Context: an optimization exercise on an open-source flow, tuned for small area, a short achievable clock period and few clock cycles per item. The choices shown serve that exercise and are no tape-out recipe. Function was checked by simulation only, so behaviour that the tests miss may differ from the original. Power figures rest on the tool's default switching activity, not on a simulated workload.

`design.v`:
```
module lfe_line_buffer #(
    parameter int LINE_BITS     = 512,
    parameter int WORD_BITS     = 32,
    parameter int BEAT_IDX_BITS = 4
) (
    input  logic                 clk,
    input  logic                 rst_n,
    input  logic                 wr_en,
    input  logic [WORD_BITS-1:0] wr_word,
    output logic                 wr_last,    
    output logic [LINE_BITS-1:0] line
);
    localparam int BEATS = LINE_BITS / WORD_BITS;
    logic                            r_en;       
    logic [WORD_BITS-1:0]            r_word;     
    logic [BEAT_IDX_BITS-1:0]        wr_idx;
    logic                            clear;      
    logic [BEATS-1:0][WORD_BITS-1:0] words;
    assign wr_last = r_en && (wr_idx == BEAT_IDX_BITS'(BEATS-1));
    always_ff @(posedge clk or negedge rst_n) begin
        if (!rst_n) begin
            r_en   <= 1'b0;
            r_word <= '0;
            wr_idx <= '0;
            clear  <= 1'b1;
        end else begin
            r_en   <= wr_en;
            r_word <= wr_word;
            clear  <= 1'b0;
            if (r_en)
                wr_idx <= wr_idx + BEAT_IDX_BITS'(1);
        end
    end
    for (genvar k = 0; k < BEATS; k++) begin : g_word
        always_ff @(posedge clk) begin
            if (clear || (r_en && wr_idx == BEAT_IDX_BITS'(k)))
                words[k] <= r_word;
        end
    end
    assign line = words;
endmodule
module line_fill_engine #(
    parameter int LINE_BITS = 512,
    parameter int WORD_BITS = 32,
    parameter int ADDR_BITS = 32
) (
    input  logic                 clk,
    input  logic                 rst_n,
    input  logic                 req_valid,
    output logic                 req_ready,
    input  logic                 req_write,
    input  logic [ADDR_BITS-1:0] req_addr,
    input  logic [LINE_BITS-1:0] req_wdata,
    output logic                 resp_valid,
    output logic [LINE_BITS-1:0] resp_rdata,
    output logic                 mem_valid,
    input  logic                 mem_ready,
    output logic                 mem_we,
    output logic [ADDR_BITS-1:0] mem_addr,
    output logic [WORD_BITS-1:0] mem_wdata,
    input  logic                 mem_rvalid,
    input  logic [WORD_BITS-1:0] mem_rdata
);
    localparam int OFFSET_BITS   = 6;
    localparam int BEATS         = LINE_BITS / WORD_BITS;
    localparam int BEAT_IDX_BITS = 4;
    localparam int LBASE_BITS    = ADDR_BITS - OFFSET_BITS;
    localparam int QDEPTH        = 4;    
    logic                     src_v, src_v_nxt, src_wr;
    logic [LBASE_BITS-1:0]    src_base;
    logic [BEAT_IDX_BITS-1:0] src_cnt;               
    logic [BEATS-1:0]         src_sel;               
    logic [WORD_BITS-1:0]     src_word, ld_word;
    logic [BEATS-1:0][WORD_BITS-1:0] wbuf;           
    logic                     d_v, d_we, d_last;
    logic [LBASE_BITS-1:0]    d_base;
    logic [BEAT_IDX_BITS-1:0] d_idx;
    logic [WORD_BITS-1:0]     d_data;
    logic [QDEPTH-1:0]        q_wr;                  
    logic [1:0]               q_hd, q_tl;
    logic [QDEPTH-1:0]        t_un, t_un_nxt;        
    logic [QDEPTH-1:0]        t_uw;                  
    logic [QDEPTH-1:0]        t_cw, t_cf;            
    logic [QDEPTH-1:0]        t_cw_nxt, t_cf_nxt;
    logic                     resp_q, rdy_q;
    logic [LINE_BITS-1:0]     line;
    function automatic logic [QDEPTH-1:0] therm(input logic [QDEPTH-1:0] t,
                                                input logic inc, input logic dec);
        therm = t;
        if (inc && !dec) therm = {t[QDEPTH-2:0], 1'b1};
        if (dec && !inc) therm = {1'b0, t[QDEPTH-1:1]};
    endfunction
    logic accept, pop, src_ok, byp_ok, src_ld, byp_ld, fill_ok, n_old_le1;
    logic wb_done, fill_done, resp_wb, head_wb_nxt;
    logic unused_addr_bits;
    assign unused_addr_bits = ^req_addr[OFFSET_BITS-1:0];
    assign req_ready = rdy_q;
    assign accept    = req_valid && rdy_q;
    assign pop       = !d_v || mem_ready;
    assign n_old_le1 = src_v ? !t_un[2] : !t_un[1];
    assign fill_ok   = !t_uw[0] || n_old_le1;
    assign src_ok = src_v && (src_wr || src_cnt != '0 || fill_ok);
    assign byp_ok = !src_v && accept && (req_write || fill_ok);
    assign src_ld = pop && src_ok;
    assign byp_ld = pop && byp_ok;
    always_comb begin
        src_v_nxt = src_v;
        if (accept)
            src_v_nxt = 1'b1;
        else if (src_ld && src_sel[BEATS-1])
            src_v_nxt = 1'b0;
    end
    always_ff @(posedge clk or negedge rst_n) begin
        if (!rst_n) begin
            src_v   <= 1'b0;
            src_cnt <= '0;
            src_sel <= BEATS'(1);
        end else begin
            src_v <= src_v_nxt;
            if (accept) begin
                src_cnt <= byp_ld ? BEAT_IDX_BITS'(1) : '0;
                src_sel <= byp_ld ? BEATS'(2) : BEATS'(1);
            end else if (src_ld) begin
                src_cnt <= src_cnt + BEAT_IDX_BITS'(1);
                src_sel <= {src_sel[BEATS-2:0], src_sel[BEATS-1]};
            end
        end
    end
    always_comb begin
        src_word = '0;
        for (int k = 0; k < BEATS; k++)
            src_word = src_word | (wbuf[k] & {WORD_BITS{src_sel[k]}});
    end
    assign ld_word = src_v ? src_word : req_wdata[WORD_BITS-1:0];
    always_ff @(posedge clk) begin
        if (!src_v) begin
            src_wr   <= req_write;
            src_base <= req_addr[ADDR_BITS-1:OFFSET_BITS];
            wbuf     <= req_wdata;
        end
    end
    always_ff @(posedge clk or negedge rst_n) begin
        if (!rst_n)
            d_v <= 1'b0;
        else if (pop)
            d_v <= src_ok || byp_ok;
    end
    always_ff @(posedge clk) begin
        if (src_ld) begin
            d_we   <= src_wr;
            d_base <= src_base;
            d_idx  <= src_cnt;
            d_last <= src_sel[BEATS-1];
        end else if (byp_ld) begin
            d_we   <= req_write;
            d_base <= req_addr[ADDR_BITS-1:OFFSET_BITS];
            d_idx  <= '0;
            d_last <= 1'b0;
        end
        if (src_ld || byp_ld)
            d_data <= ld_word;
    end
    assign mem_valid = d_v;
    assign mem_we    = d_we;
    assign mem_addr  = {d_base, d_idx, 2'b00};
    assign mem_wdata = d_data;
    assign wb_done    = d_v && d_we && d_last && mem_ready;
    assign resp_wb    = q_wr[q_hd];
    assign resp_valid = resp_q;
    assign t_un_nxt = therm(t_un, accept, resp_q);
    assign t_cw_nxt = therm(t_cw, wb_done, resp_q && resp_wb);
    assign t_cf_nxt = therm(t_cf, fill_done, resp_q && !resp_wb);
    assign head_wb_nxt = resp_q ? q_wr[q_hd + 2'd1] : q_wr[q_hd];
    always_ff @(posedge clk) begin
        if (accept) q_wr[q_tl] <= req_write;
    end
    always_ff @(posedge clk or negedge rst_n) begin
        if (!rst_n) begin
            q_hd   <= '0;
            q_tl   <= '0;
            t_un   <= '0;
            t_uw   <= '0;
            t_cw   <= '0;
            t_cf   <= '0;
            resp_q <= 1'b0;
            rdy_q  <= 1'b0;
        end else begin
            q_hd   <= q_hd + 2'(resp_q);
            q_tl   <= q_tl + 2'(accept);
            t_un   <= t_un_nxt;
            t_uw   <= therm(t_uw, accept && req_write, resp_q && resp_wb);
            t_cw   <= t_cw_nxt;
            t_cf   <= t_cf_nxt;
            resp_q <= head_wb_nxt ? t_cw_nxt[0] : t_cf_nxt[0];
            rdy_q  <= !src_v_nxt && !t_un_nxt[QDEPTH-1];
        end
    end
    lfe_line_buffer u_line (
        .clk     (clk),
        .rst_n   (rst_n),
        .wr_en   (mem_rvalid),
        .wr_word (mem_rdata),
        .wr_last (fill_done),
        .line    (line)
    );
    assign resp_rdata = line;
endmodule
```
`flow/run.sh`:
```
#!/bin/bash
# Standard layout, with a plain buf_1 as each port's buffer and the pins one
# routing track apart (so the die need not grow to fit them).
set -euo pipefail
bash standard.sh \
  "BUFFER_PORTS_ARGS=-buffer_cell sky130_fd_sc_hd__buf_1" \
  "PLACE_PINS_ARGS=-min_distance 1 -min_distance_in_tracks" \
  finish > standard.log 2>&1
```
`standard.sh`:
```
#!/bin/bash
# synth_recipe.tcl (not shown) runs the flow's synth.tcl, then flattens the netlist and writes it again
# the make line also repeats each setting of config.mk as NAME=value (left out here)
make -C /OpenROAD-flow-scripts/flow DESIGN_CONFIG=/design/flow/config.mk WORK_HOME=/design/flow/orfs CLKGATE_MAP_FILE= SYNTH_SCRIPT=/design/flow/synth_recipe.tcl "${@:-finish}"
```
`config.mk`:
```
export PLATFORM = sky130hd
export DESIGN_NAME = line_fill_engine
export DESIGN_NICKNAME = line_fill_engine
export VERILOG_FILES = /design/flow/design.v
export SDC_FILE = /design/flow/constraint.sdc
export NUM_CORES = 4
export LEC_CHECK = 0
export CAP_MARGIN = 20
export CORE_MARGIN = 2
export CORE_UTILIZATION = 65
export CTS_CLUSTER_DIAMETER = 80
export CTS_CLUSTER_SIZE = 30
export SETUP_SLACK_MARGIN = 2.2
export SLEW_MARGIN = 20
```
`constraint.sdc`:
```
create_clock -name core_clock -period 4.2 [get_ports {clk}]
set_input_delay 0.8400 -clock core_clock [delete_from_list [all_inputs] [get_ports {clk}]]
set_output_delay 0.8400 -clock core_clock [all_outputs]
set_load 0.01 [all_outputs]
```
==> results of run 1 <==
state kept, by name, indices dropped and copies added (netlist names), 2 cells and up:
| register | cells |
|---|---|
| u_line.r_word | 32 |
| src_sel | 16 |
| d_idx | 4 |
| d_base | 26 |
| t_uw | 4 |
| u_line.words | 512 |
| src_base | 26 |
| u_line.wr_idx | 4 |
| src_cnt | 4 |
| wbuf | 512 |
| t_cw | 4 |
| q_hd | 2 |
| q_wr | 4 |
| t_cf | 4 |
| d_data | 32 |
| q_tl | 2 |
| t_un | 4 |
what timing repair did:
action                      CTS  global route
gates cloned                  7            12
hold endpoints to repair      0             0
pin swaps                    12            11
setup buffers                38            22
resized for setup           500           456
setup endpoints to repair  1032          1220
synth_stat cells, types with 3 or more instances:
| cell | number |
|---|---|
| nor3_1 | 4 |
| o21bai_1 | 11 |
| xor2_1 | 3 |
| a41oi_1 | 32 |
| and3_1 | 34 |
| o21ai_0 | 29 |
| buf_2 | 12 |
| mux2_2 | 30 |
| edfxtp_1 | 1119 |
| a22oi_1 | 65 |
| mux2i_1 | 5 |
| nand4_1 | 3 |
| nand2_1 | 46 |
| dfrtp_1 | 80 |
| nand2b_1 | 8 |
| and2_1 | 4 |
| nand3_1 | 18 |
| inv_1 | 18 |
| a21oi_1 | 11 |
| buf_6 | 3 |
| a22o_1 | 96 |
| a221oi_1 | 96 |
| clkbuf_1 | 68 |
| nor2_1 | 48 |
| nor2b_1 | 3 |
| a31o_2 | 4 |
| buf_1 | 3 |
| ha_1 | 19 |
| xnor2_1 | 3 |
| a31oi_1 | 3 |
cell type report:
class	count	area [um^2]	share of cell area
repair buffers	1272	7390	0.145
well taps	837	1050	0.0206
multi-input cells	598	4960	0.0977
clock inverters	9	120	0.00236
clock buffers	72	1320	0.0260
inverters	18	71.3	0.00140
flip-flops and latches	1201	35700	0.703
diodes	69	173	0.00340
per-layer routing:
layer / up-vias / GRT usage / part of all wire / wire, um
met5: - / 0.00386 / 0.0030 / 402
met4: 48 / 0.227 / 0.073 / 9630
met3: 466 / 0.189 / 0.16 / 21600
met2: 2109 / 0.585 / 0.46 / 60900
met1: 12560 / 0.446 / 0.30 / 39900
li1: 10273 / - / - / -
cells in the final DEF, fill, tap and decap left out, types with 4 or more instances in the layout:
cell type     n
a21oi_1       9
a221oi_1     76
a221oi_2     19
a22o_1       96
a22oi_1      65
a31o_4        4
a41oi_1      32
and2_1        4
and3_1       32
buf_1       587
buf_12       18
buf_16        8
buf_2       201
buf_4        69
buf_6       146
buf_8         4
clkbuf_1     22
clkbuf_16    58
clkbuf_2    229
dfrtp_1      61
dfrtp_2       9
dfrtp_4      10
diode_2      69
edfxtp_1   1119
ha_1         16
inv_1        15
mux2_2       11
mux2_4       19
mux2i_1       5
nand2_1      46
nand2b_1      7
nand3_1      18
nor2_1       45
nor3_1        4
o21ai_0      29
o21bai_4     14
power breakdown:
part	switching (mW)	internal, mW	leakage [nW]	total, mW
clock	3.42	2.36	0.696	5.78
sequential	1.17	15.6	11.6	16.8
combinational	5.30	3.34	5.69	8.64
critical path, stage by stage, from the launching register on:
cell	delay (ns)
dfrtp_1	0.40
inv_2	0.07
ha_4	0.16
nor4b_4	0.13
a311oi_4	0.33
buf_4	0.18
buf_12	0.11
buf_16	0.14
mux2_2	0.33
worst min path at each step:
stage	endpoint	depth (start not counted)
after global routing	rdy_q	1
after detailed placement	t_cf[3]	2
after global placement	t_cw[3]	2
after floorplan	t_cw[3]	2
final	u_line.r_word[2]	1
after CTS	u_line.r_word[2]	1
kinds of logic after synthesis:
group / after synthesis
buf+inv: 106
other cells: 1
compound gates: 360
flops: 1201
xor+xnor: 6
fa+ha+maj: 19
simple gates: 172
mux: 35
==> notes.md, run 1 <==
Max-Cap Viols 0; die width 254 um; first-pass GRT wire length 170,000 um; FFs w/ async S/R, synth 0.0683; Final Wtd Congestion 0.973; Worst setup SP type flop; worst vdd ir 476 uV; slew at the pin with the worst max-slew slack 0.851 ns; Arrival @ worst endpoint 2.52 ns; Cell Area, Placed 46,100 um^2; largest cells by area after synthesis edfxtp_1 (83%), dfrtp_1 (4.9%), a221oi_1 (2.1%); Yosys warnings 2; Syn Inst Count 1,900; clk buf depth 3; Final Util 0.823; Global Route Usage Sum 0.385; Max Fclk 0.471 GHz; I/O Pins 1,162; critical path fanouts, max 8; initial antenna violation count 87; post-synthesis sequential area ratio 0.880; Clock Root Buffer clkbuf_16; Layout fillers 3,136; final-stage net count 3,739; htree depth 2; min cycle time layout 2.12 ns; total chip power 31.2 mW; critical path endpoint category flop; run status finished clean; Synth Area in Simple Gates 0.0206; Core Area 61,700 um^2; reg-to-reg endpoint d_base[20]; post-synth top area share 0.829; Layout Cells excl Fill 4,076; Detailed Routing Iterations Pass 1 6; unrepaired setup endpoints after global routing yes; Setup CP Type reg -> reg; HPWL after DPL 87,800 um; Setup violations, final 0; post-synthesis xor/xnor area fraction 0.00130; min-delay worst type in -> async; Die Height 254 um; final setup skew 0.0230 ns; Max Slew Vio Count 0; placed insts 3,847; Iter 0 DRT Violations 3,359; Die ar. 64,300 um^2; cell taking the most area after synthesis edfxtp_1; Post-CTS Hold Buffers 0; post-route clock period utilization 0.506; Worst-Skew Late Latency 0.64 ns; setup ws final 2.08 ns; setup_tns 0 ns; synthesized flop and latch total 1,201; Power Density 614 nW/um^2; EDFF count, synth 1,119; Initial Util 0.657; worst-case hold slack 0.174 ns; vias in the first global route 23,530; prevailing post-synth register cell edfxtp_1; largest family of logic cells by synthesized area compound AO/OA/AOI/OAI gates; Avg Inst Size Synth 21.3 um^2; largest net degree at the start of global routing 180; grt ovf 0; clock slew at reported path FFs 0.11 ns; Std-Cell Rows 91; reg2reg setup slack 2.08 ns; CTS buffer count 47; post-route cell area 50,800 um^2; Adder-Cell Fraction of Synth Area 0.00587; Area Growth Syn to Fin 25.4%; CP startpoint src_cnt[1]; Antenna Violating Nets Remaining 0; DR DRC count 0; Synth Cell Area 40,500 um^2; CTS tree yes; reg2reg path depth 8; Sink Count 1,201; Vias/cell 6.25; synth unique cells 46; Hold Vio Cnt, Final 0; DR WL/cell 32.5 um; Worst setup endpoint d_base[20]; vias 25,456; fraction of the mapped netlist area in compound gates 0.0716; post-synthesis mux area share 0.00957; Critical Path RT 4.59 ns; Rel. slew slack 0.432; pre-CTS setup slack 1.20 ns; final wirelength 132,000 um; I/O Buffers 1,153; layout cell share with drive strength beyond 1 0.269; Critical R2R Launch src_cnt[1]; Pleak 18.0 nW
Testbench counts, summed over its fixed seeds: cycles 58,636, items 3,200.
==> run 2: changes to the inputs <==
--- a/design.v
+++ b/design.v
@@ -13,27 +13,27 @@
     localparam int BEATS = LINE_BITS / WORD_BITS;
     logic                            r_en;       
     logic [WORD_BITS-1:0]            r_word;     
-    logic [BEAT_IDX_BITS-1:0]        wr_idx;
+    logic [BEATS-1:0]                wr_sel;     
     logic                            clear;      
     logic [BEATS-1:0][WORD_BITS-1:0] words;
-    assign wr_last = r_en && (wr_idx == BEAT_IDX_BITS'(BEATS-1));
+    assign wr_last = r_en && wr_sel[BEATS-1];
     always_ff @(posedge clk or negedge rst_n) begin
         if (!rst_n) begin
             r_en   <= 1'b0;
             r_word <= '0;
-            wr_idx <= '0;
+            wr_sel <= BEATS'(1);
             clear  <= 1'b1;
         end else begin
             r_en   <= wr_en;
             r_word <= wr_word;
             clear  <= 1'b0;
             if (r_en)
-                wr_idx <= wr_idx + BEAT_IDX_BITS'(1);
+                wr_sel <= {wr_sel[BEATS-2:0], wr_sel[BEATS-1]};
         end
     end
     for (genvar k = 0; k < BEATS; k++) begin : g_word
         always_ff @(posedge clk) begin
-            if (clear || (r_en && wr_idx == BEAT_IDX_BITS'(k)))
+            if (clear || (r_en && wr_sel[k]))
                 words[k] <= r_word;
         end
     end
==> run 2 against run 1 <==
Against the previous run: clock skew is 0.0093 ns higher; maximum frequency is 0.55% lower; still clean; highest routed layer unchanged; clock-buffer cell count is 8 higher; final cell count is 0.22% lower; worst hold slack better by 0.099 ns; critical path type is now reg -> out; critical path depth is 7 lower; non-clock buffer count is 35 lower; global-route usage is 0.58 points lower; sequential share of layout area is 1.1 points higher.
==> notes.md, run 2 <==
run status finished clean; pre-CTS setup slack 1.40 ns; Detailed Routing Iterations Pass 1 6; Arrival @ worst endpoint 1.30 ns; Net Sw Frac 0.300; most common cell in the synthesized netlist edfxtp_1; min-delay worst type in -> async; Core Area 61,900 um^2; Sw Pwr 8.79 mW; Setup CP Type reg -> out; clock slew at reported path FFs 0.11 ns; Iter 0 DRT Violations 3,246; Setup violations, final 0; htree depth 2; min cycle time layout 2.14 ns; combinational power share 0.243; register area 36,000 um^2; Rel. slew slack 0.390; slew at the pin with the worst max-slew slack 0.915 ns; vias 25,614; CP startpoint u_line.words[144]; final setup skew 0.0323 ns; Worst-Skew Late Latency 0.65 ns; CP Depth 1; Antenna Violating Nets Remaining 0; die width 255 um; post-route clock period utilization 0.509; synthesized flop and latch total 1,213; Clk pwr share 0.195; Final Util 0.814; layout cell share with drive strength beyond 1 0.260; Area Growth Syn to Fin 23.2%; EDFF count, synth 1,119; CTS tree yes; largest net degree at the start of global routing 169; Vias/cell 6.30; post-route cell area 50,400 um^2; Initial Util 0.661; placed insts 3,863; post-synthesis sequential area ratio 0.878; reg2reg path depth 8; crit-path cells clkbuf_2; Max Slew Vio Count 0; CP Buf/Inv Count 1; Sequential Power Share 0.563; Layout fillers 3,271; I/O Buffers 1,153; unrepaired setup endpoints after global routing yes; Final Wtd Congestion 0.950; Crit path max-delay family flip-flops; clk buf depth 3; FFs w/ async S/R, synth 0.0775; Pleak 17.9 nW; Max Fclk 0.468 GHz; Sink Count 1,213; final wirelength 131,000 um; cell taking the most area after synthesis edfxtp_1; Die ar. 65,000 um^2; most frequent cells in the layout edfxtp_1 (1,119), buf_1 (582), clkbuf_2 (230), buf_2 (209), buf_6 (149); critical path's largest stage delay 0.49 ns; I/O Pins 1,162; setup_tns 0 ns; reg2reg setup slack 2.09 ns; Global Route Usage Sum 0.379; largest cells by area after synthesis edfxtp_1 (82%), dfrtp_1 (5.6%), a221oi_1 (2.1%); Max-Cap Viols 0; commonest non-fill, non-tap cell in the layout edfxtp_1; HPWL after DPL 86,800 um; Power Density 581 nW/um^2; Die Height 255 um; synth unique cells 46; critical path fanouts, max 1; initial antenna violation count 92; Clock Root Buffer clkbuf_16; Layout Cells excl Fill 4,067; biggest regs u_line.words: 512 flops, wbuf: 512 flops; Synth Cell Area 40,900 um^2; worst-case hold slack 0.273 ns; worst vdd ir 438 uV; reg-to-reg endpoint d_base[17]; prevailing post-synth register cell edfxtp_1; vias in the first global route 23,829; Critical R2R Launch src_cnt[1]; post-synth top area share 0.821; critical path's slowest cell edfxtp_1; total chip power 29.3 mW; setup ws final 2.06 ns; final-stage net count 3,712; Commonest cells post-synth edfxtp_1 (1,119), a221oi_1 (96), a22o_1 (96); critical path endpoint category output pin; Hold Vio Cnt, Final 0; first-pass GRT wire length 170,000 um; DR DRC count 0; Post-CTS Hold Buffers 0; CTS buffer count 47; area of the multi-input gates 4860 um^2; Yosys warnings 2; Critical Path RT 3.36 ns; Std-Cell Rows 91; Pint 20.5 mW; DR WL/cell 32.1 um; Avg Inst Size Synth 21.4 um^2; Worst setup SP type flop; grt ovf 0; Cell Area, Placed 46,400 um^2; Syn Inst Count 1,915
run 2: cell families (layout without fill, tap and decap cells):
logic type	Yosys count	after routing	share of synthesized area
AO/OA/AOI/OAI	362	362	0.0710
XOR/XNOR	3	3	0.000642
buffers and inverters	107	1342	0.0111
other	1	80	0.0000916
adder cells (fa/ha/maj)	15	15	0.00458
AND/OR/NAND/NOR	165	166	0.0198
flip-flops	1213	1213	0.878
multiplexers	49	49	0.0144
run 2: per-layer routing:
layer	GRT usage	up-vias	part of all wire
li1	-	10267	-
met5	0.00376	-	0.0021
met4	0.199	42	0.060
met3	0.172	427	0.15
met1	0.455	12779	0.32
met2	0.582	2099	0.47
run 2: timing repair:
action / in CTS / in global routing
buffers inserted: 18 / 13
cloned: 4 / 5
resized for setup: 490 / 448
pin swaps: 3 / 2
endpoints found under the setup margin: 1065 / 904
run 2: layout make-up:
| type | instances | share of cell area |
|---|---|---|
| Sequential cell | 1213 | 0.714 |
| Inverter | 17 | 0.00179 |
| Clock inverter | 7 | 0.00117 |
| Clock buffer | 80 | 0.0266 |
| Multi-Input combinational cell | 598 | 0.0964 |
| Antenna cell | 77 | 0.00382 |
| Tap cell | 837 | 0.0208 |
| Timing Repair Buffer | 1237 | 0.135 |
| Timing Repair inverter | 1 | 0.000322 |
run 2: worst max path at each step:
stage	end	slack, ns
after floorplan	d_base[0]	1.17
after global placement	d_base[17]	1.49
after detailed placement	wbuf[276]	1.40
after CTS	mem_wdata[10]	2.06
after global routing	d_base[17]	2.03
final	resp_rdata[144]	2.06
run 2: power by group through the flow:
stage / clock network (mW) / registers, mW / logic (mW)
final: 5.71 / 16.5 / 7.10
after global routing: 6.07 / 16.6 / 7.49
after CTS: 5.65 / 16.4 / 6.49
after detailed placement: 0 / 16.8 / 5.86
after global placement: 0 / 16.7 / 5.67
after floorplan: 0 / 16.5 / 3.45
Testbench counts of run 2, summed over its fixed seeds: cycles 58,636, items 3,200.
==> run 3: changes to the inputs <==
--- a/design.v
+++ b/design.v
@@ -66,12 +66,11 @@
     localparam int BEAT_IDX_BITS = 4;
     localparam int LBASE_BITS    = ADDR_BITS - OFFSET_BITS;
     localparam int QDEPTH        = 4;    
-    logic                     src_v, src_v_nxt, src_wr;
-    logic [LBASE_BITS-1:0]    src_base;
+    logic                     src_v, src_v_nxt;      
     logic [BEAT_IDX_BITS-1:0] src_cnt;               
-    logic [BEATS-1:0]         src_sel;               
+    logic [BEATS-1:1]         src_sel;               
     logic [WORD_BITS-1:0]     src_word, ld_word;
-    logic [BEATS-1:0][WORD_BITS-1:0] wbuf;           
+    logic [BEATS-1:1][WORD_BITS-1:0] wbuf;           
     logic                     d_v, d_we, d_last;
     logic [LBASE_BITS-1:0]    d_base;
     logic [BEAT_IDX_BITS-1:0] d_idx;
@@ -82,7 +81,7 @@
     logic [QDEPTH-1:0]        t_uw;                  
     logic [QDEPTH-1:0]        t_cw, t_cf;            
     logic [QDEPTH-1:0]        t_cw_nxt, t_cf_nxt;
-    logic                     resp_q, rdy_q;
+    logic                     resp_q, rdy_q, rdy_idle_q;
     logic [LINE_BITS-1:0]     line;
     function automatic logic [QDEPTH-1:0] therm(input logic [QDEPTH-1:0] t,
                                                 input logic inc, input logic dec);
@@ -90,19 +89,15 @@
         if (inc && !dec) therm = {t[QDEPTH-2:0], 1'b1};
         if (dec && !inc) therm = {1'b0, t[QDEPTH-1:1]};
     endfunction
-    logic accept, pop, src_ok, byp_ok, src_ld, byp_ld, fill_ok, n_old_le1;
+    logic accept, pop, src_ld, d_v_nxt, rdy_nxt;
+    logic [QDEPTH-1:0] t_uw_nxt;
     logic wb_done, fill_done, resp_wb, head_wb_nxt;
     logic unused_addr_bits;
     assign unused_addr_bits = ^req_addr[OFFSET_BITS-1:0];
-    assign req_ready = rdy_q;
-    assign accept    = req_valid && rdy_q;
-    assign pop       = !d_v || mem_ready;
-    assign n_old_le1 = src_v ? !t_un[2] : !t_un[1];
-    assign fill_ok   = !t_uw[0] || n_old_le1;
-    assign src_ok = src_v && (src_wr || src_cnt != '0 || fill_ok);
-    assign byp_ok = !src_v && accept && (req_write || fill_ok);
-    assign src_ld = pop && src_ok;
-    assign byp_ld = pop && byp_ok;
+    assign pop = !d_v || mem_ready;
+    assign req_ready = rdy_idle_q || (rdy_q && mem_ready);
+    assign accept    = req_valid && req_ready;
+    assign src_ld    = pop && src_v;
     always_comb begin
         src_v_nxt = src_v;
         if (accept)
@@ -114,50 +109,46 @@
         if (!rst_n) begin
             src_v   <= 1'b0;
             src_cnt <= '0;
-            src_sel <= BEATS'(1);
+            src_sel <= '0;
         end else begin
             src_v <= src_v_nxt;
             if (accept) begin
-                src_cnt <= byp_ld ? BEAT_IDX_BITS'(1) : '0;
-                src_sel <= byp_ld ? BEATS'(2) : BEATS'(1);
+                src_cnt <= BEAT_IDX_BITS'(1);
+                src_sel <= (BEATS-1)'(1);
             end else if (src_ld) begin
                 src_cnt <= src_cnt + BEAT_IDX_BITS'(1);
-                src_sel <= {src_sel[BEATS-2:0], src_sel[BEATS-1]};
+                src_sel <= {src_sel[BEATS-2:1], 1'b0};
             end
         end
+    end
+    always_ff @(posedge clk) begin
+        if (!src_v)
+            wbuf <= req_wdata[LINE_BITS-1:WORD_BITS];
     end
     always_comb begin
         src_word = '0;
-        for (int k = 0; k < BEATS; k++)
+        for (int k = 1; k < BEATS; k++)
             src_word = src_word | (wbuf[k] & {WORD_BITS{src_sel[k]}});
     end
     assign ld_word = src_v ? src_word : req_wdata[WORD_BITS-1:0];
-    always_ff @(posedge clk) begin
-        if (!src_v) begin
-            src_wr   <= req_write;
-            src_base <= req_addr[ADDR_BITS-1:OFFSET_BITS];
-            wbuf     <= req_wdata;
-        end
-    end
+    assign d_v_nxt = pop ? (src_v || accept) : d_v;
     always_ff @(posedge clk or negedge rst_n) begin
         if (!rst_n)
             d_v <= 1'b0;
-        else if (pop)
-            d_v <= src_ok || byp_ok;
+        else
+            d_v <= d_v_nxt;
     end
     always_ff @(posedge clk) begin
         if (src_ld) begin
-            d_we   <= src_wr;
-            d_base <= src_base;
             d_idx  <= src_cnt;
             d_last <= src_sel[BEATS-1];
-        end else if (byp_ld) begin
+        end else if (accept) begin
             d_we   <= req_write;
             d_base <= req_addr[ADDR_BITS-1:OFFSET_BITS];
             d_idx  <= '0;
             d_last <= 1'b0;
         end
-        if (src_ld || byp_ld)
+        if (src_ld || accept)
             d_data <= ld_word;
     end
     assign mem_valid = d_v;
@@ -168,8 +159,10 @@
     assign resp_wb    = q_wr[q_hd];
     assign resp_valid = resp_q;
     assign t_un_nxt = therm(t_un, accept, resp_q);
+    assign t_uw_nxt = therm(t_uw, accept && req_write, resp_q && resp_wb);
     assign t_cw_nxt = therm(t_cw, wb_done, resp_q && resp_wb);
     assign t_cf_nxt = therm(t_cf, fill_done, resp_q && !resp_wb);
+    assign rdy_nxt  = !src_v_nxt && !t_un_nxt[QDEPTH-1] && (!t_uw_nxt[0] || !t_un_nxt[1]);
     assign head_wb_nxt = resp_q ? q_wr[q_hd + 2'd1] : q_wr[q_hd];
     always_ff @(posedge clk) begin
         if (accept) q_wr[q_tl] <= req_write;
@@ -184,15 +177,17 @@
             t_cf   <= '0;
             resp_q <= 1'b0;
             rdy_q  <= 1'b0;
+            rdy_idle_q <= 1'b0;
         end else begin
             q_hd   <= q_hd + 2'(resp_q);
             q_tl   <= q_tl + 2'(accept);
             t_un   <= t_un_nxt;
-            t_uw   <= therm(t_uw, accept && req_write, resp_q && resp_wb);
+            t_uw   <= t_uw_nxt;
             t_cw   <= t_cw_nxt;
             t_cf   <= t_cf_nxt;
             resp_q <= head_wb_nxt ? t_cw_nxt[0] : t_cf_nxt[0];
-            rdy_q  <= !src_v_nxt && !t_un_nxt[QDEPTH-1];
+            rdy_q      <= rdy_nxt;
+            rdy_idle_q <= rdy_nxt && !d_v_nxt;
         end
     end
     lfe_line_buffer u_line (
==> run 3 against run 2 <==
Against the previous run: first-iteration DRC count grew 2.7%; synthesized cell count shrank 5.6%; clock power shrank 3.7%; critical path type is now reg -> reg; largest power group unchanged; highest routed layer unchanged.
==> notes.md, run 3 <==
run status finished clean; min cycle time layout 2.22 ns; Die ar. 61,300 um^2; worst vdd ir 561 uV; layout cell share with drive strength beyond 1 0.252; Clk pwr share 0.271; Commonest cells post-synth edfxtp_1 (1,060), a22oi_1 (97), dfrtp_1 (92); Setup CP Type reg -> reg; Global Route Usage Sum 0.392; Synth Cell Area 38,500 um^2; final setup skew 0.0328 ns; Pint 15.8 mW; Worst setup SP type flop; Sw Pwr 4.49 mW; I/O Pins 1,162; combinational power share 0.074; Clock Root Buffer clkbuf_16; DR DRC count 0; Detailed Routing Iterations Pass 1 5; HPWL after DPL 83,900 um; slew at the pin with the worst max-slew slack 0.709 ns; Hold Vio Cnt, Final 0; Iter 0 DRT Violations 3,333; Critical Path RT 4.61 ns; initial antenna violation count 67; largest register by flop count u_line.words; Max Slew Vio Count 0; clk buf depth 3; Core Area 58,800 um^2; Post-CTS Hold Buffers 0; Power Density 425 nW/um^2; Layout fillers 3,116; first-pass GRT wire length 165,000 um; clock slew at reported path FFs 0.12 ns; crit-path cells buf_4 -> buf_4 -> nand2_1 -> nand4_1 -> o22a_1; critical path endpoint category flop; Yosys warnings 2; Area Growth Syn to Fin 23.9%; Arrival @ worst endpoint 2.63 ns; critical path's slowest cell dfrtp_2; post-route clock period utilization 0.529; vias 24,190; register area 34,200 um^2; Max-Cap Viols 0; most common cell in the synthesized netlist edfxtp_1; Std-Cell Rows 89; Syn Inst Count 1,808; grt ovf 0; area of the multi-input gates 4200 um^2; Top cell by count, worst path buf_4; max FFs per register 512; unrepaired setup endpoints after global routing yes; Cell Area, Placed 43,900 um^2; Initial Util 0.655; Rel. slew slack 0.527; prevailing post-synth register cell edfxtp_1; final wirelength 126,000 um; post-synth top area share 0.826; total chip power 20.3 mW; I/O Buffers 1,153; synthesized flop and latch total 1,154; htree depth 2; CTS tree yes; critical path fanouts, max 22; Final Util 0.812; Worst-Skew Late Latency 0.65 ns; critical path's largest stage delay 0.69 ns; Avg Inst Size Synth 21.3 um^2; vias in the first global route 22,537; EDFF count, synth 1,060; Antenna Violating Nets Remaining 0; Pleak 17.2 nW; Max Fclk 0.450 GHz; Die Height 247 um; Net Sw Frac 0.221; Sink Count 1,154; largest cells by area after synthesis edfxtp_1 (83%), dfrtp_1 (6.0%), a22oi_1 (1.9%); FFs w/ async S/R, synth 0.0815; DR WL/cell 32.4 um; Vias/cell 6.22; cell taking the most area after synthesis edfxtp_1; largest net degree at the start of global routing 172; die width 247 um; post-synthesis sequential area ratio 0.887; reg2reg setup slack 1.98 ns; Sequential Power Share 0.656; synth unique cells 43; most frequent cells in the layout edfxtp_1 (1,060), buf_1 (598), clkbuf_2 (229), buf_2 (187), buf_6 (148); min-delay worst type in -> async; final-stage net count 3,613; CTS buffer count 44; biggest regs u_line.words: 512 flops, wbuf: 480 flops; Setup violations, final 0; commonest non-fill, non-tap cell in the layout edfxtp_1; Final Wtd Congestion 0.956; post-route cell area 47,700 um^2
run 3: cell count changes in the layout (fill, tap and decap cells not counted), sizes merged, moves of 25 or more:
cell | previous run | this run
a221oi | 96 | 64
a22o | 96 | 65
a22oi | 65 | 97
a41oi | 32 | 0
and3 | 35 | 5
edfxtp | 1119 | 1060
mux2 | 45 | 18
nand2 | 42 | 93
nand4 | 2 | 34
nor2 | 44 | 19
o22a | 0 | 32
run 3: cells by family after synthesis:
kind of cell	synth area share
DFF	0.887
AOI/OAI and AO/OA	0.0653
and+or+nand+nor	0.0241
buffers and inverters	0.0112
muxes	0.00640
adders and majority gates	0.00487
xor gates and xnor gates	0.000909
other	0.0000973
run 3: through the flow:
| stage | setup slack [ns] | instances | TNS [ns] | hold WS, ns |
|---|---|---|---|---|
| 6_report | 1.98 | 3892 | 0 | 0.241 |
| 4_1_cts | 2.01 | 3808 | 0 | 0.223 |
| 5_1_grt | 1.97 | 3871 | 0 | 0.270 |
| 2_1_floorplan | -3.88 | 1810 | -1875.81 | 0.448 |
| 3_3_place_gp | 1.51 | 3696 | 0 | 0.463 |
| 3_5_place_dp | 1.39 | 3696 | 0 | 0.474 |
run 3: final timing paths:
kind | startpoint | to | depth (start not counted)
worst min register to register | t_cw[3] | t_cw[3] | 2
max in group asynchronous | rst_n | u_line.r_word[14] | 2
worst max-delay path | src_sel[9] | d_data[15] | 5
worst min-delay path | rst_n | src_sel[8] | 1
worst max register to register | src_sel[9] | d_data[15] | 5
min in group core_clock | mem_rdata[3] | u_line.r_word[3] | 1
run 3: worst max-delay path, delay by kind of cell, from the launching register on:
kind | cells | cell delay, ns
AOI/OAI and AO/OA | 1 | 0.33
buffers and inverters | 2 | 0.49
DFF | 1 | 0.69
and+or+nand+nor | 2 | 0.48
run 3: what timing repair did:
action / 4_1_cts / 5_1_grt
cloned: 3 / 2
buffers inserted: 27 / 15
pin swaps: 7 / 11
hold endpoints to repair: 0 / 0
setup endpoints to repair: 1409 / 893
gates resized for setup: 485 / 428
run 3: area by class of cell:
cell class,count,area share
clock inverter,3,0.000550
antenna,67,0.00351
multi-input combinational,566,0.0880
clock buffer,79,0.0278
timing repair buffer,1237,0.141
inverter,13,0.00136
sequential,1154,0.717
tap,773,0.0203
run 3: power by group through the flow:
stage / Sequential, mW / Clock, mW / Combinational (mW)
floorplan: 13.7 / 0 / 0.209
global placement: 13.5 / 0 / 1.16
detailed placement: 13.5 / 0 / 1.18
CTS: 13.3 / 5.46 / 1.33
global route: 13.4 / 5.88 / 1.54
finish: 13.3 / 5.50 / 1.50
run 3: metal layers:
| layer | global-route usage | routed length (um) |
|---|---|---|
| met3 | 0.186 | 19600 |
| met2 | 0.591 | 58300 |
| met4 | 0.216 | 8790 |
| met1 | 0.469 | 39400 |
| met5 | 0.00636 | 230 |
Testbench counts of run 3, summed over its fixed seeds: cycles 58,614, items 3,200.
==> run 4: changes to the inputs <==
--- a/design.v
+++ b/design.v
@@ -11,30 +11,26 @@
     output logic [LINE_BITS-1:0] line
 );
     localparam int BEATS = LINE_BITS / WORD_BITS;
-    logic                            r_en;       
-    logic [WORD_BITS-1:0]            r_word;     
-    logic [BEATS-1:0]                wr_sel;     
+    logic [BEAT_IDX_BITS-1:0]        wr_idx;
     logic                            clear;      
+    logic [WORD_BITS-1:0]            wr_data;
     logic [BEATS-1:0][WORD_BITS-1:0] words;
-    assign wr_last = r_en && wr_sel[BEATS-1];
+    assign wr_last = wr_en && (wr_idx == BEAT_IDX_BITS'(BEATS-1));
+    assign wr_data = clear ? '0 : wr_word;
     always_ff @(posedge clk or negedge rst_n) begin
         if (!rst_n) begin
-            r_en   <= 1'b0;
-            r_word <= '0;
-            wr_sel <= BEATS'(1);
+            wr_idx <= '0;
             clear  <= 1'b1;
         end else begin
-            r_en   <= wr_en;
-            r_word <= wr_word;
             clear  <= 1'b0;
-            if (r_en)
-                wr_sel <= {wr_sel[BEATS-2:0], wr_sel[BEATS-1]};
+            if (wr_en)
+                wr_idx <= wr_idx + BEAT_IDX_BITS'(1);
         end
     end
     for (genvar k = 0; k < BEATS; k++) begin : g_word
         always_ff @(posedge clk) begin
-            if (clear || (r_en && wr_sel[k]))
-                words[k] <= r_word;
+            if (clear || (wr_en && wr_idx == BEAT_IDX_BITS'(k)))
+                words[k] <= wr_data;
         end
     end
     assign line = words;
==> run 4 against run 3 <==
Against the previous run: critical path depth shrank 3; worst hold slack lost 0.21 ns; wire length shrank 5.1%; clock-buffer cell count shrank 11; core utilization shrank 0.10 points; maximum frequency grew 2.5%; area after synthesis shrank 2.5%; total power grew 1.1%; clock skew is essentially flat.
==> notes.md, run 4 <==
first-pass GRT wire length 159,000 um; synth unique cells 42; Iter 0 DRT Violations 2,689; Die Height 244 um; Clock Root Buffer clkbuf_16; post-route clock period utilization 0.516; htree depth 2; die width 244 um; CP Buf/Inv Count 1; Syn Inst Count 1,802; biggest regs u_line.words: 512 flops, wbuf: 480 flops, d_data: 32 flops; Core Area 57,500 um^2; Detailed Routing Iterations Pass 1 5; Setup CP Type reg -> reg; Synth Cell Area 37,600 um^2; worst vdd ir 363 uV; Yosys warnings 2; crit-path cells buf_4 -> nor2b_1; Std-Cell Rows 88; Hold Vio Cnt, Final 0; final-stage net count 3,599; DR DRC count 0; Pleak 16.8 nW; Area Growth Syn to Fin 24.0%; Worst setup SP type flop; Global Route Usage Sum 0.384; largest cells by area after synthesis edfxtp_1 (85%), dfrtp_1 (3.2%), a22oi_1 (1.9%); Worst-Skew Late Latency 0.63 ns; Power Density 440 nW/um^2; Sequential Power Share 0.637; critical path's slowest cell nor2b_1; max FFs per register 512; commonest non-fill, non-tap cell in the layout edfxtp_1; Rel. slew slack 0.271; FFs w/ async S/R, synth 0.0442; Sw Pwr 4.87 mW; Max Fclk 0.461 GHz; Max-Cap Viols 0; prevailing post-synth register cell edfxtp_1; Arrival @ worst endpoint 2.44 ns; Setup violations, final 0; synthesized flop and latch total 1,109; min cycle time layout 2.17 ns; Antenna Violating Nets Remaining 0; run status finished clean; min-delay worst type in -> async; slew at the pin with the worst max-slew slack 1.09 ns; Layout Cells excl Fill 3,852; clk buf depth 3; Final Wtd Congestion 0.955; vias 23,736; unrepaired setup endpoints after global routing yes; Critical Path RT 4.47 ns; post-synth top area share 0.847; layout cell share with drive strength beyond 1 0.242; Sink Count 1,109; CTS tree yes; post-synthesis sequential area ratio 0.880; CTS buffer count 43; Max Slew Vio Count 0; Vias/cell 6.16; Commonest cells post-synth edfxtp_1 (1,060), a22oi_1 (97), nand2_1 (97); initial antenna violation count 71; final wirelength 120,000 um; critical path fanouts, max 31; Initial Util 0.654; critical path endpoint category flop; Avg Inst Size Synth 20.9 um^2; Final Util 0.811; Net Sw Frac 0.237; Pint 15.7 mW; largest net degree at the start of global routing 101; cell taking the most area after synthesis edfxtp_1; combinational power share 0.111; most frequent cells in the layout edfxtp_1 (1,060), buf_1 (623), clkbuf_2 (209), buf_2 (183), buf_6 (158); I/O Buffers 1,153; critical path's largest stage delay 0.87 ns; placed insts 3,686; Die ar. 59,800 um^2; largest register by flop count u_line.words; I/O Pins 1,162; grt ovf 0; DR WL/cell 31.1 um; final setup skew 0.0331 ns; HPWL after DPL 80,500 um; Crit path max-delay family simple AND/OR/NAND/NOR gates; worst-case hold slack 0.0279 ns; reg2reg setup slack 2.03 ns; Clk pwr share 0.252; EDFF count, synth 1,060; clock slew at reported path FFs 0.11 ns; vias in the first global route 21,993; most common cell in the synthesized netlist edfxtp_1
run 4: cell count changes after synthesis, sizes merged, moves of 5 or more:
| cell | before | now |
|---|---|---|
| o21bai | 0 | 11 |
| mux2 | 18 | 2 |
| dfrtp | 92 | 48 |
| buf | 38 | 45 |
| a21o | 17 | 2 |
| clkbuf | 42 | 37 |
| nand2 | 92 | 98 |
| nor2b | 2 | 35 |
run 4: worst reg2reg max path, stage by stage, from the launching register on:
cell and delay, ns:
dfstp_4 0.62, buf_4 0.32, nor2b_1 0.88
run 4: worst paths after layout:
check / endpoint / depth (start not counted) / start
min in group core_clock: wbuf[372] / 1 / req_wdata[404]
max reg2reg: u_line.words[210] / 2 / u_line.clear
min reg2reg: t_un[0] / 2 / t_un[0]
max: u_line.words[210] / 2 / u_line.clear
max in group asynchronous: src_sel[12] / 2 / rst_n
min: src_cnt[3] / 1 / rst_n
run 4: final cells by class:
class	count	area, um^2
antenna	63	158
clock buffer	68	1210
clock inverter	3	35.0
fill	3031	10900
inverter	15	60.1
multi-input combinational	599	4420
sequential	1109	33100
tap	765	957
timing repair buffer	1230	6660
run 4: through the flow:
stage | total power, mW | TNS, ns | cell area, um^2 | setup slack (ns)
2_1_floorplan | 14.1 | -1886.44 | 37700 | -3.90
3_3_place_gp | 15.1 | 0 | 43000 | 1.20
3_5_place_dp | 15.1 | 0 | 43000 | 1.14
4_1_cts | 20.2 | 0 | 45300 | 2.00
5_1_grt | 21.0 | 0 | 46600 | 1.97
6_report | 20.5 | 0 | 46600 | 2.03
run 4: routing by layer:
| layer | wire length (um) | GRT usage | vias to the layer above |
|---|---|---|---|
| met3 | 18100 | 0.183 | 442 |
| li1 | - | - | 9692 |
| met5 | 230 | 0.000817 | - |
| met2 | 56400 | 0.585 | 2013 |
| met4 | 8200 | 0.222 | 34 |
| met1 | 36800 | 0.449 | 11555 |
run 4: cells by family after synthesis:
kind of cell	Yosys count	share of synthesized area
AO/OA/AOI/OAI	322	0.0671
XOR/XNOR	7	0.00163
AND/OR/NAND/NOR	241	0.0314
buffers and inverters	97	0.0120
multiplexers	6	0.00176
adder cells (fa/ha/maj)	19	0.00633
flip-flops	1109	0.880
other	1	0.0000998
run 4: repair_timing:
| action | 4_1_cts | 5_1_grt |
|---|---|---|
| setup endpoints to repair | 1460 | 1039 |
| hold buffers | 0 | 0 |
| resized for setup | 454 | 446 |
| cloned | 3 | 0 |
| pin swaps | 9 | 6 |
| setup buffers | 16 | 12 |
run 4: power by group through the flow:
stage | Sequential, mW | Clock [mW] | Combinational [mW]
floorplan | 13.5 | 0 | 0.521
global placement | 13.3 | 0 | 1.79
detailed placement | 13.3 | 0 | 1.83
CTS | 13.0 | 5.14 | 2.02
global route | 13.1 | 5.55 | 2.36
finish | 13.1 | 5.17 | 2.28
Testbench counts of run 4, summed over its fixed seeds: cycles 58,671, items 3,200.
==> run 5: changes to the inputs <==
--- a/design.v
+++ b/design.v
@@ -16,7 +16,7 @@
     logic [WORD_BITS-1:0]            wr_data;
     logic [BEATS-1:0][WORD_BITS-1:0] words;
     assign wr_last = wr_en && (wr_idx == BEAT_IDX_BITS'(BEATS-1));
-    assign wr_data = clear ? '0 : wr_word;
+    assign wr_data = wr_en ? wr_word : '0;
     always_ff @(posedge clk or negedge rst_n) begin
         if (!rst_n) begin
             wr_idx <= '0;
==> run 5 against run 4 <==
Against the previous run: critical path depth is the same; design area shrank 0.43%; sequential power is essentially flat; sequential share of layout area grew 0.27 points; sequential cell count is the same; maximum frequency grew 1.4%; first-iteration DRC count shrank 7.4%; combinational power shrank 3%; worst hold slack gained 0.30 ns; die area is essentially flat; critical endpoint is now req_ready; largest power group unchanged.
==> notes.md, run 5 <==
met2 wire len 53,300 um; worst vdd ir 369 uV; Die ar. 59,800 um^2; commonest non-fill, non-tap cell in the layout edfxtp_1; critical path endpoint category output pin; layout cell share with drive strength beyond 1 0.230; post-route cell area 46,400 um^2; critical path's slowest cell dfrtp_1; largest cells by area after synthesis edfxtp_1 (85%), dfrtp_1 (3.2%), a22oi_1 (1.9%); Syn Inst Count 1,803; clock slew at reported path FFs 0.11 ns; Hold Vio Cnt, Final 0; DR WL/cell 30.1 um; Detailed Routing Iterations Pass 1 7; critical path fanouts, max 2; die width 245 um; largest register by flop count u_line.words; HPWL after DPL 78,300 um; max FFs per register 512; htree depth 2; Cell Area, Placed 43,000 um^2; Setup violations, final 0; critical path's largest stage delay 0.38 ns; EDFF count, synth 1,060; I/O Buffers 1,153; reg-to-reg endpoint u_line.words[402]; Layout fillers 3,097; post-synthesis sequential area ratio 0.879; top sig layer met5; Iter 0 DRT Violations 2,491; DR DRC count 0; biggest regs u_line.words: 512 flops, wbuf: 480 flops, d_data: 32 flops; Commonest cells post-synth edfxtp_1 (1,060), a22oi_1 (97), nand2_1 (94); min cycle time layout 2.14 ns; Max Fclk 0.468 GHz; vias 23,581; Die Height 245 um; Yosys warnings 2; Critical Path RT 3.36 ns; Std-Cell Rows 88; post-route clock period utilization 0.509; Setup CP Type reg -> out; min-delay worst type in -> async; post-synth top area share 0.846; grt ovf 0; CTS tree yes; Clock Root Buffer clkbuf_16; register area 33,100 um^2; Critical R2R Launch u_line.wr_idx[0]; FFs w/ async S/R, synth 0.0442; final setup skew 0.0268 ns; Worst setup SP type flop; Global Route Usage Sum 0.373; Final Wtd Congestion 0.964; cell taking the most area after synthesis edfxtp_1; Antenna Violating Nets Remaining 0; Power Density 444 nW/um^2; first-pass GRT wire length 155,000 um; metal3 WL 17,600 um; total chip power 20.6 mW; area of the multi-input gates 4390 um^2; vias in the first global route 22,174; synthesized flop and latch total 1,109; Area Growth Syn to Fin 23.4%; reg2reg setup slack 2.08 ns; Core Area 57,500 um^2; Sink Count 1,109; most common cell in the synthesized netlist edfxtp_1; most frequent cells in the layout edfxtp_1 (1,060), buf_1 (643), clkbuf_2 (236), buf_2 (153), buf_6 (129); Arrival @ worst endpoint 1.30 ns; synth unique cells 43; Rel. slew slack 0.362; slew at the pin with the worst max-slew slack 0.957 ns; CTS buffer count 44; Vias/cell 6.14; Synth Cell Area 37,600 um^2; Avg Inst Size Synth 20.9 um^2; final wirelength 116,000 um; crit-path cells a21o_1 -> buf_6; largest net degree at the start of global routing 85; clk buf depth 3; final-stage net count 3,592; run status finished clean; M1 WL 37,000 um; initial antenna violation count 83; unrepaired setup endpoints after global routing yes; Max Slew Vio Count 0; reg2reg path depth 3; setup_tns 0 ns; prevailing post-synth register cell edfxtp_1; I/O Pins 1,162; Pleak 16.7 nW; Initial Util 0.654; Max-Cap Viols 0; Worst-Skew Late Latency 0.63 ns
## run 5: changes by cell type in the layout (fill, tap and decap cells not counted), sizes merged, moves of 2 or more
cell and change:
bufbuf -2, clkinvlp +3, o21bai -8, nand2 -2, and2 +32, clkinv +4, a31o +2, diode +3
clkbuf +16, nor2b -32, a41o +5, buf -35, bufinv +2
## run 5: kinds of logic (layout without fill, tap and decap cells)
logic type / after synthesis / after routing / share of synthesized area
AO/OA/AOI/OAI: 322 / 322 / 0.0675
XOR/XNOR: 7 / 7 / 0.00163
adder cells (fa/ha/maj): 19 / 19 / 0.00632
buffers and inverters: 100 / 1303 / 0.0124
flip-flops: 1109 / 1109 / 0.879
multiplexers: 6 / 6 / 0.00176
other: 1 / 69 / 0.0000997
AND/OR/NAND/NOR: 239 / 242 / 0.0313
## run 5: how the worst max path moves through the flow
stage | cells after the start | slack, ns | endpoint | from
floorplan | 2 | -3.90 | wbuf[0] | src_v
finish | 2 | 2.06 | req_ready | rdy_idle_q
detailed placement | 4 | 1.21 | u_line.words[498] | mem_rvalid
CTS | 3 | 1.96 | u_line.words[99] | u_line.wr_idx[2]
global route | 2 | 2.02 | req_ready | rdy_idle_q
global placement | 5 | 1.26 | d_data[11] | mem_ready
## run 5: cell type report
cell class	instances	area share
sequential	1109	0.713
clock buffer	57	0.0257
multi-input combinational	599	0.0947
clock inverter	9	0.00270
tap	765	0.0206
antenna	66	0.00356
timing repair buffer	1220	0.138
timing repair inverter	1	0.000108
inverter	16	0.00146
## run 5: what timing repair did
item / CTS / global route
pin swaps: 6 / 3
hold buffers: 0 / 0
setup buffers: 17 / 9
resized for setup: 380 / 447
gates cloned: 3 / 1
endpoints found under the setup margin: 1288 / 806
## run 5: through the flow
stage / hold WS, ns / setup WS (ns) / util / instances
after floorplan: 0.450 / -3.90 / - / 1805
final: 0.324 / 2.06 / 0.807 / 3842
after global placement: 0.468 / 1.26 / 0.748 / 3680
after global routing: 0.352 / 2.02 / 0.806 / 3817
after CTS: 0.319 / 1.96 / 0.787 / 3766
after detailed placement: 0.503 / 1.21 / 0.748 / 3680
## run 5: report_power, final
part	internal [mW]	leakage [nW]	switching [mW]	total [mW]
Sequential	12.8	10.9	0.292	13.1
Combinational	0.787	5.17	1.42	2.21
Clock	2.17	0.640	3.14	5.31
Total	15.8	16.7	4.85	20.6
## run 5: worst max-delay path, delay by kind of cell (launching register included)
family | cells | cell delay (ns)
compound gates | 1 | 0.17
flops | 1 | 0.38
buf+inv | 1 | 0.13
## run 5: per-layer routing
layer  global-route usage  vias up
met5                    0        -
met4                0.203       52
met3                0.180      415
met2                0.566     1927
met1                0.443    11495
li1                     -     9692
Testbench counts of run 5, summed over its fixed seeds: cycles 58,671, items 3,200.
==> run 6: changes to the inputs <==
--- a/config.mk
+++ b/config.mk
@@ -8,7 +8,7 @@
 export CAP_MARGIN = 20
 export CORE_MARGIN = 2
 export CORE_UTILIZATION = 65
-export CTS_CLUSTER_DIAMETER = 80
-export CTS_CLUSTER_SIZE = 30
+export CTS_CLUSTER_DIAMETER = 70
+export CTS_CLUSTER_SIZE = 26
 export SETUP_SLACK_MARGIN = 2.2
 export SLEW_MARGIN = 20
==> run 6 against run 5 <==
Against the previous run: still clean; via count grew 0.28%; worst hold slack lost 0.0041 ns; core utilization grew 0.49 points; clock-buffer cell count grew 20; die area is the same; clock power grew 4.9%; largest cell class unchanged; highest routed layer unchanged.
==> notes.md, run 6 <==
reg2reg setup slack 2.19 ns; Worst-Skew Late Latency 0.64 ns; prevailing post-synth register cell edfxtp_1; Clock Root Buffer clkbuf_16; Critical Path RT 3.36 ns; Worst setup SP type flop; Sink Count 1,109; first-pass GRT wire length 158,000 um; Hold Vio Cnt, Final 0; unrepaired setup endpoints after global routing yes; synthesized flop and latch total 1,109; largest net degree at the start of global routing 85; reg-to-reg endpoint u_line.words[109]; Initial Util 0.654; reg2reg path depth 3; FFs w/ async S/R, synth 0.0442; Global Route Usage Sum 0.379; largest cells by area after synthesis edfxtp_1 (85%), dfrtp_1 (3.2%), a22oi_1 (1.9%); final-stage net count 3,608; most frequent cells in the layout edfxtp_1 (1,060), buf_1 (618), clkbuf_2 (218), buf_2 (203), buf_6 (122); post-synthesis sequential area ratio 0.879; Antenna Violating Nets Remaining 0; critical path's largest stage delay 0.37 ns; htree depth 2; total chip power 20.9 mW; clock slew at reported path FFs 0.10 ns; Critical R2R Launch u_line.wr_idx[2]; Max Fclk 0.465 GHz; pre-CTS setup slack 1.21 ns; CTS tree yes; CP startpoint rdy_q; Die Height 245 um; min-delay worst type in -> async; Power Density 448 nW/um^2; HPWL after DPL 78,300 um; DR DRC count 0; Final Util 0.812; Die ar. 59,800 um^2; slew at the pin with the worst max-slew slack 0.774 ns; post-route cell area 46,700 um^2; DR WL/cell 30.0 um; Std-Cell Rows 88; I/O Buffers 1,153; Pleak 16.9 nW; Arrival @ worst endpoint 1.31 ns; Avg Inst Size Synth 20.9 um^2; vias in the first global route 22,456; final setup skew 0.0216 ns; Synth Cell Area 37,600 um^2; Setup violations, final 0; max FFs per register 512; Layout Cells excl Fill 3,866; most common cell in the synthesized netlist edfxtp_1; synth unique cells 43; Setup CP Type reg -> out; Rel. slew slack 0.484; Crit path max-delay family flip-flops; die width 245 um; worst vdd ir 440 uV; post-synth top area share 0.846; critical path's slowest cell dfrtp_1; Max Slew Vio Count 0; Commonest cells post-synth edfxtp_1 (1,060), a22oi_1 (97), nand2_1 (94); setup ws final 2.05 ns; Cell Area, Placed 43,000 um^2; Iter 0 DRT Violations 2,592; critical path fanouts, max 2; grt ovf 0; min cycle time layout 2.15 ns; largest register by flop count u_line.words; final wirelength 116,000 um; I/O Pins 1,162; placed insts 3,680; commonest non-fill, non-tap cell in the layout edfxtp_1; Max-Cap Viols 0; biggest regs u_line.words: 512 flops, wbuf: 480 flops, d_data: 32 flops; Area Growth Syn to Fin 24.1%; initial antenna violation count 85; layout cell share with drive strength beyond 1 0.243; Detailed Routing Iterations Pass 1 8; Final Wtd Congestion 0.964; Syn Inst Count 1,803; vias 23,647; EDFF count, synth 1,060; critical path endpoint category output pin; CTS buffer count 49; run status finished clean; Core Area 57,500 um^2; Yosys warnings 2; CP Buf/Inv Count 1; Vias/cell 6.12; crit-path cells a21o_1 -> buf_6; Layout fillers 3,031; clk buf depth 3; cell taking the most area after synthesis edfxtp_1; post-route clock period utilization 0.512
[run 6: cell count changes in the layout (fill, tap and decap cells not counted), moves of 3 or more]
cell,before,now
clkbuf_1,10,21
clkbuf_2,236,218
clkbuf_16,45,52
buf_2,153,203
diode_2,66,63
buf_1,643,618
buf_6,129,122
buf_4,46,55
[run 6: per-layer routing]
metal | vias up | routed length [um] | share of wire | GRT usage
li1 | 9734 | - | - | -
met1 | 11564 | 37000 | 0.32 | 0.442
met2 | 1834 | 52900 | 0.46 | 0.570
met3 | 455 | 17600 | 0.15 | 0.193
met4 | 60 | 8100 | 0.070 | 0.220
met5 | - | 382 | 0.0033 | 0
[run 6: timing repair]
action / 4_1_cts / 5_1_grt
gates resized for setup: 443 / 399
hold buffers: 0 / 0
pin swaps: 7 / 6
cloned: 3 / 1
endpoints found under the setup margin: 1443 / 833
buffers inserted: 18 / 18
[run 6: layout make-up]
class,count,area [um^2],area share
Tap cell,765,957,0.0205
Sequential cell,1109,33100,0.709
Timing Repair Buffer,1231,6530,0.140
Antenna cell,63,158,0.00338
Multi-Input combinational cell,599,4420,0.0946
Inverter,16,67.6,0.00145
Clock inverter,5,38.8,0.000831
Timing Repair inverter,1,5.00,0.000107
Clock buffer,77,1430,0.0306
[run 6: how the worst max path moves through the flow]
stage | endpoint | slack (ns) | cells after the start
2_1_floorplan | wbuf[0] | -3.90 | 2
3_3_place_gp | d_data[11] | 1.26 | 5
3_5_place_dp | u_line.words[498] | 1.21 | 4
4_1_cts | u_line.words[121] | 1.94 | 3
5_1_grt | req_ready | 2.00 | 2
6_report | req_ready | 2.05 | 2
[run 6: logic make-up after synthesis]
group                      after synthesis  share of synthesized area
AOI/OAI and AO/OA                      322                     0.0675
xor gates and xnor gates                 7                    0.00163
adders and majority gates               19                    0.00632
and+or+nand+nor                        239                     0.0313
other                                    1                  0.0000997
DFF                                   1109                      0.879
muxes                                    6                    0.00176
buffers and inverters                  100                     0.0124
[run 6: power breakdown]
part	total (mW)	leakage [nW]	internal [mW]	switching (mW)
clock	5.57	0.714	2.37	3.20
combinational	2.24	5.30	0.801	1.44
sequential	13.1	10.9	12.8	0.292
[run 6: per-stage QoR]
stage / hold WS (ns) / setup TNS, ns
floorplan: 0.450 / -1886.44
global placement: 0.468 / 0
detailed placement: 0.503 / 0
CTS: 0.311 / 0
global route: 0.339 / 0
finish: 0.320 / 0
==> run 7: changes to the inputs <==
--- a/config.mk
+++ b/config.mk
@@ -8,7 +8,7 @@
 export CAP_MARGIN = 20
 export CORE_MARGIN = 2
 export CORE_UTILIZATION = 65
-export CTS_CLUSTER_DIAMETER = 70
-export CTS_CLUSTER_SIZE = 26
-export SETUP_SLACK_MARGIN = 2.2
+export CTS_CLUSTER_DIAMETER = 80
+export CTS_CLUSTER_SIZE = 30
+export SETUP_SLACK_MARGIN = 2.3
 export SLEW_MARGIN = 20
==> run 7 against run 6 <==
Against the previous run: still clean; wire length up 0.81%; clock-buffer cell count down 8; critical path depth fell by 1; largest power group unchanged.
==> notes.md, run 7 <==
run status finished clean; crit-path cells clkbuf_2; Rel. slew slack 0.352; DR DRC count 0; commonest non-fill, non-tap cell in the layout edfxtp_1; Critical R2R Launch u_line.clear; gr busiest metal met2; I/O Pins 1,162; register area 33,100 um^2; Global Route Usage Sum 0.372; setup ws final 1.93 ns; critical path endpoint category output pin; Sink Count 1,109; Area Growth Syn to Fin 24.1%; met1 Use GR 0.442; Iter 0 DRT Violations 2,680; vias in the first global route 22,127; Die Height 245 um; Die ar. 59,800 um^2; Core Area 57,500 um^2; initial antenna violation count 70; CTS buffer count 43; worst vdd ir 485 uV; prevailing post-synth register cell edfxtp_1; Max-Cap Viols 0; synth unique cells 43; layout cell share with drive strength beyond 1 0.250; critical path fanouts, max 1; final wirelength 117,000 um; largest register by flop count u_line.words; Power Density 441 nW/um^2; largest cells by area after synthesis edfxtp_1 (85%), dfrtp_1 (3.2%), a22oi_1 (1.9%); Max Fclk 0.440 GHz; post-synthesis sequential area ratio 0.879; htree depth 2; most frequent cells in the layout edfxtp_1 (1,060), buf_1 (612), clkbuf_2 (234), buf_2 (196), buf_6 (120); reg-to-reg endpoint u_line.words[156]; Layout fillers 3,091; Initial Util 0.654; max FFs per register 512; most common cell in the synthesized netlist edfxtp_1; area of the multi-input gates 4520 um^2; min cycle time layout 2.27 ns; critical path's slowest cell edfxtp_1; post-synth top area share 0.846; CTS tree yes; pre-CTS setup slack 1.04 ns; cell taking the most area after synthesis edfxtp_1; post-route clock period utilization 0.541; Setup violations, final 0; synthesized flop and latch total 1,109; EDFF count, synth 1,060; Yosys warnings 2; Crit path max-delay family flip-flops; Commonest cells post-synth edfxtp_1 (1,060), a22oi_1 (97), nand2_1 (94); setup_tns 0 ns; Vias/cell 6.12; GR Util met2 0.566; final setup skew 0.0337 ns; Clock Root Buffer clkbuf_16; CP Buf/Inv Count 1; Final Wtd Congestion 0.968; Std-Cell Rows 88; clk buf depth 3; first-pass GRT wire length 155,000 um; die width 245 um; unrepaired setup endpoints after global routing yes; Detailed Routing Iterations Pass 1 6; I/O Buffers 1,153; Critical Path RT 3.36 ns; Cell Area, Placed 42,900 um^2; HPWL after DPL 78,600 um; reg2reg setup slack 2.10 ns; DR WL/cell 30.3 um; Setup CP Type reg -> out; final-stage net count 3,614; reg2reg path depth 1; critical path's largest stage delay 0.56 ns; Worst-Skew Late Latency 0.65 ns; min-delay worst type in -> async; clock slew at reported path FFs 0.12 ns; post-route cell area 46,700 um^2; Syn Inst Count 1,803; Arrival @ worst endpoint 1.43 ns; FFs w/ async S/R, synth 0.0442; Antenna Violating Nets Remaining 0; grt ovf 0; Worst setup SP type flop; Max Slew Vio Count 0; Avg Inst Size Synth 20.9 um^2; vias 23,673; Final Util 0.812; biggest regs u_line.words: 512 flops, wbuf: 480 flops, d_data: 32 flops; Pleak 16.9 nW; Hold Vio Cnt, Final 0; slew at the pin with the worst max-slew slack 0.972 ns; largest net degree at the start of global routing 175; routing usage on met3 0.174; Synth Cell Area 37,600 um^2
-- run 7: worst max-delay path by stage --
stage | start | end | slack [ns] | cells past startpoint
2_1_floorplan | src_v | wbuf[0] | -3.90 | 2
4_1_cts | rdy_idle_q | req_ready | 2.00 | 2
5_1_grt | u_line.words[160] | resp_rdata[160] | 1.91 | 1
3_5_place_dp | mem_ready | rdy_q | 1.04 | 9
3_3_place_gp | mem_ready | rdy_q | 1.12 | 9
6_report | u_line.words[160] | resp_rdata[160] | 1.93 | 1
-- run 7: layout make-up --
| type | instances | area share |
|---|---|---|
| clock inverter | 4 | 0.00129 |
| antenna | 59 | 0.00316 |
| timing repair buffer | 1243 | 0.142 |
| sequential | 1109 | 0.709 |
| clock buffer | 69 | 0.0261 |
| inverter | 16 | 0.00153 |
| multi-input combinational | 600 | 0.0968 |
| tap | 765 | 0.0205 |
-- run 7: cell families (layout without fill, tap and decap cells) --
kind of cell / after synthesis / in the layout / synth area share
xor+xnor: 7 / 7 / 0.00163
simple gates: 239 / 241 / 0.0313
compound gates: 322 / 324 / 0.0675
flops: 1109 / 1109 / 0.879
fa+ha+maj: 19 / 19 / 0.00632
buf+inv: 100 / 1332 / 0.0124
mux: 6 / 6 / 0.00176
other cells: 1 / 62 / 0.0000997
-- run 7: timing repair --
action | in CTS | in global routing
pin swaps | 8 | 15
gates resized for setup | 441 | 444
endpoints found under the setup margin | 1227 | 1102
hold buffers | 0 | 0
buffers inserted | 26 | 24
endpoints found under the hold margin | 0 | 0
gates cloned | 3 | 3
-- run 7: report_power, final --
| group | leakage (nW) | internal [mW] | total, mW | switching (mW) |
|---|---|---|---|---|
| Combinational | 5.44 | 0.827 | 2.27 | 1.45 |
| Sequential | 10.9 | 12.8 | 13.1 | 0.307 |
| Clock | 0.610 | 2.05 | 5.20 | 3.15 |
| Total | 16.9 | 15.7 | 20.6 | 4.90 |
-- run 7: stage by stage --
step                hold WS, ns  cells  total power [mW]
finish                    0.298   3865              20.6
global route              0.347   3841              21.1
CTS                       0.309   3779              20.2
detailed placement        0.485   3677              15.1
global placement          0.469   3677              15.0
floorplan                 0.450   1805              14.1
-- run 7: layer usage --
layer,share of wire,vias to the layer above
met5,0.0027,-
met4,0.063,48
met3,0.15,382
met2,0.46,1915
met1,0.32,11597
li1,-,9731

==> afterwards: timing with drivers on the ports <==
Ports are ideal in the flow. The routed layouts listed here were re-timed in OpenROAD.
Step 1: set_driving_cell puts a clkbuf_16 on clk and a buf_2 on each other input, an assumption about the parent block.
Step 2 also shifts input and output timing later by t, the mid clock arrival at the registers, as if the neighbouring blocks saw the same clock.
Slacks: ideal / step 1 / step 2; pairs: ideal / step 1.
| run | t (ns) | setup WS [ns] | worst slew at a driven data input, ns |
|---|---|---|---|
| run 1 | 0.696 | 2.076 / 2.025 / 1.595 | 0.18 |
| run 2 | 0.696 | 2.064 / 2.000 / 1.761 | 0.17 |
| run 3 | 0.699 | 1.979 / 1.947 / 1.641 | 0.22 |
| run 4 | 0.680 | 2.033 / 1.978 / 1.640 | 0.23 |
| run 5 | 0.678 | 2.062 / 1.998 / 1.549 | 0.23 |
| run 6 | 0.690 | 2.050 / 1.987 / 1.566 | 0.25 |
| run 7 | 0.697 | 1.926 / 1.859 / 1.353 | 0.21 |
After both steps setup and hold are still met in every run listed. The setup slack of run 7, which loses most, moves by -0.067 ns with the drivers and by -0.573 ns with both steps.
